Context: an optimization exercise on an open-source flow, tuned for small area, a short achievable clock period and few clock cycles per item. The choices shown serve that exercise and are no tape-out recipe.
Function was checked by simulation only, so behaviour that the tests miss may differ from the original.
No activity file was given, so power comes from the tool's default toggle rates.

==> trial 13: inputs <==
## ddr_persona_top
module ddr_persona_top (
   input  logic                      pr_region_clk,
   input  logic                      rst_n,
   input  logic [reg_addr_width-1:0] reg_address,
   input  logic                      reg_write,
   input  logic                      reg_read,
   input  logic [data_width-1:0]     reg_writedata,
   output logic [data_width-1:0]     reg_readdata
);
clock: 6.5 ns
lec_check: 0
cap_margin: 20
core_margin: 2
core_utilization: 55
cts_cluster_diameter: 70
cts_cluster_size: 20
setup_slack_margin: 3.8
slew_margin: 20
tns_end_percent: 10
standard.sh (not shown) runs the stock make flow with config.mk's settings and CLKGATE_MAP_FILE= SYNTH_SCRIPT=/design/flow/synth_recipe.tcl, a recipe that flattens the netlist after the stock synthesis.
==> flow/flow/run.sh <==
#!/bin/bash
# The standard layout, with the port buffers made of buf_4 cells instead of
# the default delay-buffer cells, so the register-to-output and
# input-to-register paths do not carry a slow buffer.
set -euo pipefail
bash standard.sh "BUFFER_PORTS_ARGS=-buffer_cell sky130_fd_sc_hd__buf_4" finish > standard_flow.log 2>&1
==> inputs of trial 95, as changes to trial 13 <==
--- a/flow/design.v
+++ b/flow/design.v
@@ -37,14 +37,14 @@
    output logic [data_width-1:0]     base,
    output logic [count_width-1:0]    count,
    output logic [data_width-1:0]     seed,
    output logic [data_width-1:0]     base_next,
    output logic [count_width-1:0]    count_next,
    output logic [data_width-1:0]     seed_next,
-   output logic                      geom_stale,
    output logic                      base_wr,
+   output logic                      count_wr,
    output logic                      seed_wr,
    input  logic                      run_done,
    input  logic                      busy,
    input  logic                      done,
    input  logic                      pass,
    input  logic [count_width-1:0]    error_count,
@@ -56,13 +56,12 @@
    logic                   verify_bit;
    logic                   wronly_bit;
    logic [data_width-1:0]  base_reg;
    logic [data_width-1:0]  seed_reg;
    logic [count_width-1:0] count_reg;
    logic [data_width-1:0]  rd_mux;
-   logic                   geom_wr_q;
    assign write_control = reg_write && (reg_address == reg_control);
    assign start_run = write_control && reg_writedata[ctrl_start_bit] && !reg_writedata[ctrl_clr_bit];
    assign clear_run = write_control && reg_writedata[ctrl_clr_bit];
    assign mode_wr  = !reg_writedata[ctrl_verify_bit];
    assign mode_rd  = reg_writedata[ctrl_verify_bit] || !reg_writedata[ctrl_wronly_bit];
    assign mode_inj = reg_writedata[ctrl_inject_bit] && !reg_writedata[ctrl_verify_bit];
@@ -77,18 +76,14 @@
              (reg_writedata[count_width-1] && (|reg_writedata[count_width-2:0])))
             count_next = 7'd64;
          else
             count_next = reg_writedata[count_width-1:0];
       end
    end
-   always_ff @(posedge pr_region_clk or negedge rst_n) begin
-      if (!rst_n) geom_wr_q <= 1'b0;
-      else        geom_wr_q <= reg_write && ((reg_address == reg_base) || (reg_address == reg_count));
-   end
-   assign geom_stale = geom_wr_q;
    assign base_wr    = reg_write && (reg_address == reg_base);
+   assign count_wr   = reg_write && (reg_address == reg_count);
    assign seed_wr    = reg_write && (reg_address == reg_seed);
    always_ff @(posedge pr_region_clk or negedge rst_n) begin
       if (!rst_n) begin
          start_bit  <= 1'b0;
          inject_bit <= 1'b0;
          verify_bit <= 1'b0;
@@ -137,70 +132,56 @@
    input  logic rst_n,
    input  logic start_run,
    input  logic clear_run,
    input  logic mode_wr,
    input  logic mode_rd,
    input  logic mode_inj,
-   input  logic geom_stale,
    output logic cmp_next1,
    output logic wr_step1,
    output logic wr_step2,
    output logic wr_step3,
    output logic cmp_step1,
    output logic cmp_step2,
    output logic cmp_step3,
    output logic inject,
    output logic busy,
    output logic run_done
 );
-   logic m_wr;
    logic m_rd;
    logic m_inj;
-   logic pend_q;
-   logic run_go;
-   logic go_wr;
-   logic go_rd;
    always_ff @(posedge pr_region_clk or negedge rst_n) begin
       if (!rst_n) begin
-         pend_q    <= 1'b0;
          wr_step2  <= 1'b0;
          wr_step3  <= 1'b0;
          cmp_step1 <= 1'b0;
          cmp_step2 <= 1'b0;
          cmp_step3 <= 1'b0;
-         m_wr      <= 1'b0;
          m_rd      <= 1'b0;
          m_inj     <= 1'b0;
       end else if (clear_run) begin
-         pend_q    <= 1'b0;
          wr_step2  <= 1'b0;
          wr_step3  <= 1'b0;
          cmp_step1 <= 1'b0;
          cmp_step2 <= 1'b0;
          cmp_step3 <= 1'b0;
       end else begin
          if (start_run) begin
-            m_wr  <= mode_wr;
             m_rd  <= mode_rd;
             m_inj <= mode_inj;
          end
-         pend_q    <= start_run && geom_stale;
-         wr_step2  <= run_go && go_wr;
+         wr_step2  <= wr_step1;
          wr_step3  <= wr_step2 && m_inj;
          cmp_step1 <= cmp_next1;
          cmp_step2 <= cmp_step1;
          cmp_step3 <= cmp_step2 && m_inj;
       end
    end
-   assign run_go   = (start_run && !geom_stale) || pend_q;
-   assign go_wr    = pend_q ? m_wr : mode_wr;
-   assign go_rd    = pend_q ? m_rd : mode_rd;
-   assign wr_step1 = run_go && go_wr;
-   assign cmp_next1 = run_go && go_rd;
-   assign inject   = m_inj;
-   assign busy     = pend_q || wr_step2 || wr_step3 || cmp_step1 || cmp_step2 || cmp_step3;
+   assign wr_step1  = start_run && mode_wr;
+   assign cmp_next1 = start_run && mode_rd;
+   assign inject    = m_inj;
+   assign busy      = wr_step2 || wr_step3 || cmp_step1 || cmp_step2 || cmp_step3;
    assign run_done = !clear_run &&
                      ((!m_rd && ((wr_step2 && !m_inj) || wr_step3)) ||
                       (cmp_step2 && !m_inj) || cmp_step3);
 endmodule
 `timescale 1ns/1ps
 import ddr_persona_pkg::*;
@@ -209,12 +190,13 @@
    input  logic                      rst_n,
    input  logic [data_width-1:0]     base,
    input  logic [count_width-1:0]    count,
    input  logic [data_width-1:0]     seed,
    input  logic [data_width-1:0]     reg_writedata,
    input  logic                      base_wr,
+   input  logic                      count_wr,
    input  logic                      seed_wr,
    input  logic                      cmp_next1,
    input  logic                      wr_step1,
    input  logic                      wr_step2,
    input  logic                      wr_step3,
    input  logic                      cmp_step1,
@@ -226,19 +208,29 @@
 );
    logic [mem_addr_width-1:0] b;
    logic [hi_width-1:0]       s_hi;
    logic [mem_addr_width-1:0] s_lo;
    logic [mem_addr_width-1:0] wd_lo;
    logic [hi_width-1:0]       wd_hi;
-   logic [mem_addr_width:0]   run_end;
+   logic [mem_addr_width:0]   run_end_q;
    assign b      = base[mem_addr_width-1:0];
    assign s_hi   = seed[data_width-1:mem_addr_width];
    assign s_lo   = seed[mem_addr_width-1:0];
    assign wd_lo  = reg_writedata[mem_addr_width-1:0];
    assign wd_hi  = reg_writedata[data_width-1:mem_addr_width];
-   assign run_end = {1'b0, b} + count;
+   logic count_clamp;
+   assign count_clamp = (|wd_hi[hi_width-1:1]) || (reg_writedata[count_width-1] && (|wd_lo));
+   always_ff @(posedge pr_region_clk or negedge rst_n) begin
+      if (!rst_n) begin
+         run_end_q <= '0;
+      end else if (count_wr) begin
+         run_end_q <= count_clamp ? {1'b1, b} : {1'b0, b} + reg_writedata[count_width-1:0];
+      end else if (base_wr) begin
+         run_end_q <= {1'b0, wd_lo} + count;
+      end
+   end
    logic [mem_addr_width-1:0] x_lo_q;
    logic                      borrow_q;
    logic [hi_width-1:0]       s_hi_m1_q;
    logic [hi_width-1:0]       s_hi_p1_q;
    logic [hi_width-1:0]       x_hi;
    logic [hi_width-1:0]       x_hi1;
@@ -257,45 +249,42 @@
          x_lo_q    <= s_lo - wd_lo;
          borrow_q  <= (s_lo < wd_lo);
       end
    end
    assign x_hi  = borrow_q ? s_hi_m1_q : s_hi;
    assign x_hi1 = borrow_q ? s_hi : s_hi_p1_q;
-   logic [hi_width-1:0]   cmp_hi_q;
-   logic [data_width-1:0] wr_q;
-   logic [data_width-1:0] x_value;
-   logic [data_width-1:0] wr_value;
-   logic [data_width-1:0] cmp_value;
-   assign x_value = {x_hi, x_lo_q};
+   logic [hi_width-1:0]       cmp_hi_q;
+   logic [mem_addr_width-1:0] cmp_lo_q;
+   logic [data_width-1:0]     wr_q;
+   logic [mem_addr_width-1:0] inj_lo;
+   logic                      inj_borrow;
+   logic [data_width-1:0]     wr_value;
+   logic [data_width-1:0]     cmp_value;
+   assign inj_lo     = (s_lo ^ 6'd1) - b;
+   assign inj_borrow = ((s_lo ^ 6'd1) < b);
    always_ff @(posedge pr_region_clk) begin
       cmp_hi_q <= cmp_next1 ? x_hi1 : x_hi;
-      wr_q     <= wr_step2 ? (seed[0] ? x_value - 1'b1 : x_value + 1'b1) : x_value;
+      cmp_lo_q <= x_lo_q;
+      wr_q     <= wr_step2 ? {(inj_borrow ? s_hi_m1_q : s_hi), inj_lo} : {x_hi, x_lo_q};
    end
    assign wr_value  = (wr_step2 || wr_step3) ? wr_q : {x_hi1, x_lo_q};
-   assign cmp_value = {cmp_hi_q, x_lo_q};
+   assign cmp_value = {cmp_hi_q, cmp_lo_q};
    for (genvar a = 0; a < mem_depth; a++) begin : g_word
       logic ge_b, lt_end;
-      logic below_q, above_q;
+      logic below, above;
       logic is_b, sel1, sel2, sel3;
       logic wen;
       logic [data_width-1:0] word_q;
       assign ge_b   = (a >= b);
-      assign lt_end = (a < run_end[mem_addr_width-1:0]);
-      always_ff @(posedge pr_region_clk or negedge rst_n) begin
-         if (!rst_n) begin
-            below_q <= 1'b0;
-            above_q <= 1'b0;
-         end else begin
-            below_q <= !ge_b && run_end[mem_addr_width] && lt_end;
-            above_q <= ge_b && (run_end[mem_addr_width] || lt_end);
-         end
-      end
+      assign lt_end = (a < run_end_q[mem_addr_width-1:0]);
+      assign below  = !ge_b && run_end_q[mem_addr_width] && lt_end;
+      assign above  = ge_b && (run_end_q[mem_addr_width] || lt_end);
       assign is_b = (a == b);
-      assign sel1 = below_q;
-      assign sel2 = above_q && !(inject && is_b);
-      assign sel3 = above_q && is_b;
+      assign sel1 = below;
+      assign sel2 = above && !(inject && is_b);
+      assign sel3 = above && is_b;
       assign wen = (wr_step1 && sel1) || (wr_step2 && sel2) || (wr_step3 && sel3);
       assign cmp_valid[a] = (cmp_step1 && sel1) || (cmp_step2 && sel2) || (cmp_step3 && sel3);
       assign mismatch[a]  = (word_q != cmp_value);
       always_ff @(posedge pr_region_clk) begin
          if (wen) word_q <= wr_value;
       end
@@ -618,14 +607,14 @@
    logic                   pass;
    logic [count_width-1:0] error_count;
    logic [count_width-1:0] words_checked;
    logic                   wr_step1, wr_step2, wr_step3;
    logic                   cmp_step1, cmp_step2, cmp_step3;
    logic                   inject;
-   logic                   geom_stale;
    logic                   base_wr;
+   logic                   count_wr;
    logic                   seed_wr;
    logic                   cmp_next1;
    logic [mem_depth-1:0]   cmp_valid;
    logic [mem_depth-1:0]   mismatch;
    persona_reg_decode i_reg_decode (
       .pr_region_clk (pr_region_clk),
@@ -643,14 +632,14 @@
       .base          (base),
       .count         (count),
       .seed          (seed),
       .base_next     (base_next),
       .count_next    (count_next),
       .seed_next     (seed_next),
-      .geom_stale    (geom_stale),
       .base_wr       (base_wr),
+      .count_wr      (count_wr),
       .seed_wr       (seed_wr),
       .run_done      (run_done),
       .busy          (busy),
       .done          (done),
       .pass          (pass),
       .error_count   (error_count),
@@ -661,13 +650,12 @@
       .rst_n         (rst_n),
       .start_run     (start_run),
       .clear_run     (clear_run),
       .mode_wr       (mode_wr),
       .mode_rd       (mode_rd),
       .mode_inj      (mode_inj),
-      .geom_stale    (geom_stale),
       .cmp_next1     (cmp_next1),
       .wr_step1      (wr_step1),
       .wr_step2      (wr_step2),
       .wr_step3      (wr_step3),
       .cmp_step1     (cmp_step1),
       .cmp_step2     (cmp_step2),
@@ -681,12 +669,13 @@
       .rst_n         (rst_n),
       .base          (base),
       .count         (count),
       .seed          (seed),
       .reg_writedata (reg_writedata),
       .base_wr       (base_wr),
+      .count_wr      (count_wr),
       .seed_wr       (seed_wr),
       .cmp_next1     (cmp_next1),
       .wr_step1      (wr_step1),
       .wr_step2      (wr_step2),
       .wr_step3      (wr_step3),
       .cmp_step1     (cmp_step1),
- SETUP_SLACK_MARGIN: 3.8 -> 4.0
- TNS_END_PERCENT: 10 -> 50
==> run summary <==
- Against trial 13, the wire length of trial 95 is larger by 13%.
- Trial 95 finished with timing, DRC and antenna clean. Trial 13 finished with timing, DRC and antenna clean.
- Between trial 95 and trial 13, the lower combinational power is in trial 13 (gap about 30%, measured against trial 13).
- Setup slack: trial 95 is better than trial 13 (410 ps).
- In trial 95 the synthesized area is lower than in trial 13, by about 3%.
- Between trial 13 and trial 95, the lower sequential power is in trial 95 (gap about 6%, measured against trial 95).
- Against trial 13, the clock skew of trial 95 is lower by 2.9 ps.
- Of trial 95 and trial 13, trial 95 has the higher utilization (gap 5.0 points).
- In trial 95 the non-clock buffer count is higher than in trial 13, by 475.
- Against trial 95, the first-iteration DRC count of trial 13 is smaller by about 15%.
Testbench counts of trial 13, summed over its fixed seeds: cycles 9,741, words 40,972.
Testbench counts of trial 95, summed over its fixed seeds: cycles 9,741, words 40,972.

[static timing again, ports no longer ideal]
The results above use ideal ports. As a check the final layouts listed here were re-extracted and re-timed, cells and wires unchanged. Step 1 sets driving cells, clkbuf_16 on the clock port and buf_2 on the other inputs (assumed; they add their load-dependent delay and slew). Step 2, shift: input delay + t, output delay - t, t = (earliest + latest rising clock arrival at the registers) / 2. This alone moves slack from input paths to output paths. Three values: no drivers, after step 1, after step 2; two values: the first two.
| run | t (ns) | setup WS [ns] | worst setup path after step 2 | latest minus earliest clock arrival (ns) |
|---|---|---|---|---|
| trial 13 | 0.951 | 3.244 / 3.244 / 2.741 | input to register | 0.039 / 0.039 |
| trial 95 | 0.951 | 3.650 / 3.650 / 2.775 | input to register | 0.037 / 0.037 |
After both steps setup and hold are still met in every run listed. For trial 95, which loses most, drivers alone change the setup slack by 0.000 ns; drivers and shift together by -0.875 ns.
